This is an optimization exercise on Yosys and OpenROAD, whose aim is small area, not a production implementation.
Only simulation tests tie the RTL to the original design; equivalence was not proved.
No activity file was given, so power comes from the tool's default toggle rates.

==> flow/design.v <==
package pkg_hd_bundle;
  localparam int unsigned CounterWidth = 8;
endpackage
module hd_bit_counter
#(
  parameter int unsigned COUNTER_WIDTH = 8
) (
  input  logic                     clk_i,
  input  logic                     inc_i,       
  input  logic                     restart_i,   
  input  logic                     bit_i,
  input  logic [COUNTER_WIDTH-2:0] half_i,      
  output logic                     maj_o
);
  logic [COUNTER_WIDTH-1:0] ones_q, ones_d, kept;
  logic [COUNTER_WIDTH:0]   carry;
  logic [COUNTER_WIDTH-1:0] gt;
  assign carry[0] = inc_i & bit_i;
  for (genvar i = 0; i < COUNTER_WIDTH; i++) begin : g_inc
    assign kept[i]     = ones_q[i] & !restart_i;
    assign carry[i+1]  = carry[i] & kept[i];
    if (i == 0) begin : g_lsb
      assign ones_d[i] = kept[i] ^ carry[i];
    end else begin : g_msb
      assign ones_d[i] = carry[i] ? !ones_q[i] : kept[i];
    end
  end
  always_ff @(posedge clk_i) begin
    ones_q <= ones_d;
  end
  assign gt[0] = ones_q[0] & !half_i[0];
  for (genvar i = 1; i < COUNTER_WIDTH - 1; i++) begin : g_cmp
    assign gt[i] = half_i[i] ? (ones_q[i] & gt[i-1]) : (ones_q[i] | gt[i-1]);
  end
  assign maj_o = ones_q[COUNTER_WIDTH-1] | gt[COUNTER_WIDTH-2];
endmodule
module hd_bundle_accumulator
#(
  parameter int unsigned VECTOR_WIDTH  = 256,
  parameter int unsigned COUNTER_WIDTH = 8
) (
  input  logic                     clk_i,
  input  logic                     rst_i,
  input  logic                     clear_i,
  input  logic                     valid_i,
  output logic                     ready_o,
  input  logic [VECTOR_WIDTH-1:0]  hv_i,
  input  logic                     last_i,
  output logic                     valid_o,
  input  logic                     ready_i,
  output logic [VECTOR_WIDTH-1:0]  hv_o,
  output logic [COUNTER_WIDTH-1:0] count_o
);
  logic                     out_q, run_q;
  logic [COUNTER_WIDTH-1:0] n_q, n_upd;
  logic                     accept, restart, close, odd;
  assign ready_o = !clear_i && !out_q;
  assign valid_o = out_q;
  assign count_o = n_q;
  assign accept  = valid_i && ready_o;
  assign restart = !run_q && !out_q;
  assign odd     = run_q && n_q[0];
  assign n_upd   = run_q ? n_q + 1'b1 : COUNTER_WIDTH'(1);
  assign close   = last_i || (&n_upd);
  for (genvar g = 0; g < VECTOR_WIDTH; g++) begin : g_bit
    hd_bit_counter #(
      .COUNTER_WIDTH(COUNTER_WIDTH)
    ) u_bit_counter (
      .clk_i    (clk_i),
      .inc_i    (accept),
      .restart_i(restart),
      .half_i   (n_q[COUNTER_WIDTH-1:1]),
      .bit_i    (hv_i[g]),
      .maj_o    (hv_o[g])
    );
  end
  always_ff @(posedge clk_i) begin
    if (accept) n_q <= n_upd;
  end
  always_ff @(posedge clk_i or posedge rst_i) begin
    if (rst_i) begin
      out_q <= 1'b0;
      run_q <= 1'b0;
    end else if (clear_i) begin
      out_q <= 1'b0;
      run_q <= 1'b0;
    end else if (out_q) begin
      if (ready_i) out_q <= 1'b0;
    end else if (accept) begin
      out_q <= close;
      run_q <= !close;
    end
  end
endmodule
export LEC_CHECK = 0
export ABC_AREA = 1
export CAP_MARGIN = 20
export CORE_MARGIN = 2
export CORE_UTILIZATION = 60
export SLEW_MARGIN = 20
create_clock -name core_clock -period 8.0 [get_ports {clk_i}]
run.sh (not shown) runs the stock make flow with config.mk's settings and CLKGATE_MAP_FILE= SYNTH_SCRIPT=/design/flow/synth_recipe.tcl, a recipe that flattens the netlist after the stock synthesis.
==> next run, changes <==
--- a/flow/design.v
+++ b/flow/design.v
@@ -6,32 +6,24 @@
   parameter int unsigned COUNTER_WIDTH = 8
 ) (
-  input  logic                     clk_i,
-  input  logic                     inc_i,       
-  input  logic                     restart_i,   
-  input  logic                     bit_i,
-  input  logic [COUNTER_WIDTH-2:0] half_i,      
-  output logic                     maj_o
+  input  logic clk_i,
+  input  logic inc_i,       
+  input  logic restart_i,   
+  input  logic odd_i,       
+  input  logic par_i,       
+  input  logic bit_i,
+  output logic maj_o
 );
-  logic [COUNTER_WIDTH-1:0] ones_q, ones_d, kept;
+  logic [COUNTER_WIDTH-1:0] h_q, h_d, h_cur;
   logic [COUNTER_WIDTH:0]   carry;
-  logic [COUNTER_WIDTH-1:0] gt;
-  assign carry[0] = inc_i & bit_i;
-  for (genvar i = 0; i < COUNTER_WIDTH; i++) begin : g_inc
-    assign kept[i]     = ones_q[i] & !restart_i;
-    assign carry[i+1]  = carry[i] & kept[i];
-    if (i == 0) begin : g_lsb
-      assign ones_d[i] = kept[i] ^ carry[i];
-    end else begin : g_msb
-      assign ones_d[i] = carry[i] ? !ones_q[i] : kept[i];
-    end
+  assign carry[0] = bit_i ^ odd_i;
+  for (genvar i = 0; i < COUNTER_WIDTH; i++) begin : g_bit
+    assign h_cur[i]   = h_q[i] | restart_i;
+    assign carry[i+1] = carry[i] & h_cur[i];
+    assign h_d[i]     = h_cur[i] ^ (inc_i & !carry[i]);
   end
   always_ff @(posedge clk_i) begin
-    ones_q <= ones_d;
+    h_q <= h_d;
   end
-  assign gt[0] = ones_q[0] & !half_i[0];
-  for (genvar i = 1; i < COUNTER_WIDTH - 1; i++) begin : g_cmp
-    assign gt[i] = half_i[i] ? (ones_q[i] & gt[i-1]) : (ones_q[i] | gt[i-1]);
-  end
-  assign maj_o = ones_q[COUNTER_WIDTH-1] | gt[COUNTER_WIDTH-2];
+  assign maj_o = !(h_q[COUNTER_WIDTH-1] ^ par_i);
 endmodule
 module hd_bundle_accumulator
@@ -70,5 +62,6 @@
       .inc_i    (accept),
       .restart_i(restart),
-      .half_i   (n_q[COUNTER_WIDTH-1:1]),
+      .odd_i    (odd),
+      .par_i    (n_q[0]),
       .bit_i    (hv_i[g]),
       .maj_o    (hv_o[g])
Worst setup slack gains 740 ps.
Area after synthesis went down by a little under a tenth.
Via count drops by about a fifth.
Global-route usage fell by 4.8 points.
Die area came out lower by a little under a tenth.
Non-clock buffer count drops by 22.
Total power came out higher by about a fifth.

[what the ideal ports hide]
No port has a modelled driver above. Below, the same layouts with a new extraction and two added sets of constraints.
Step 1 (the two cells are an assumption about what drives the block):
set clk [get_ports {clk_i}]
set_driving_cell -lib_cell sky130_fd_sc_hd__clkbuf_16 $clk
set_driving_cell -lib_cell sky130_fd_sc_hd__buf_2 [delete_from_list [all_inputs] $clk]
Step 2 moves the port delays by t, midway between the first and last clock arrival at a register: inputs arrive t later, outputs are due t later. That takes back most of the time a late clock gives input paths.
Three values: no drivers, after step 1, after step 2; two values: the first two.
run	t (ns)	slack for setup (ns)	hold slack, ns
the first run	0.934	2.018 / 1.928 / 2.862	0.456 / 0.456 / 0.456
the second run	0.910	2.762 / 2.676 / 3.340	0.510 / 0.510 / 0.510
After both steps setup and hold are still met in every run listed.
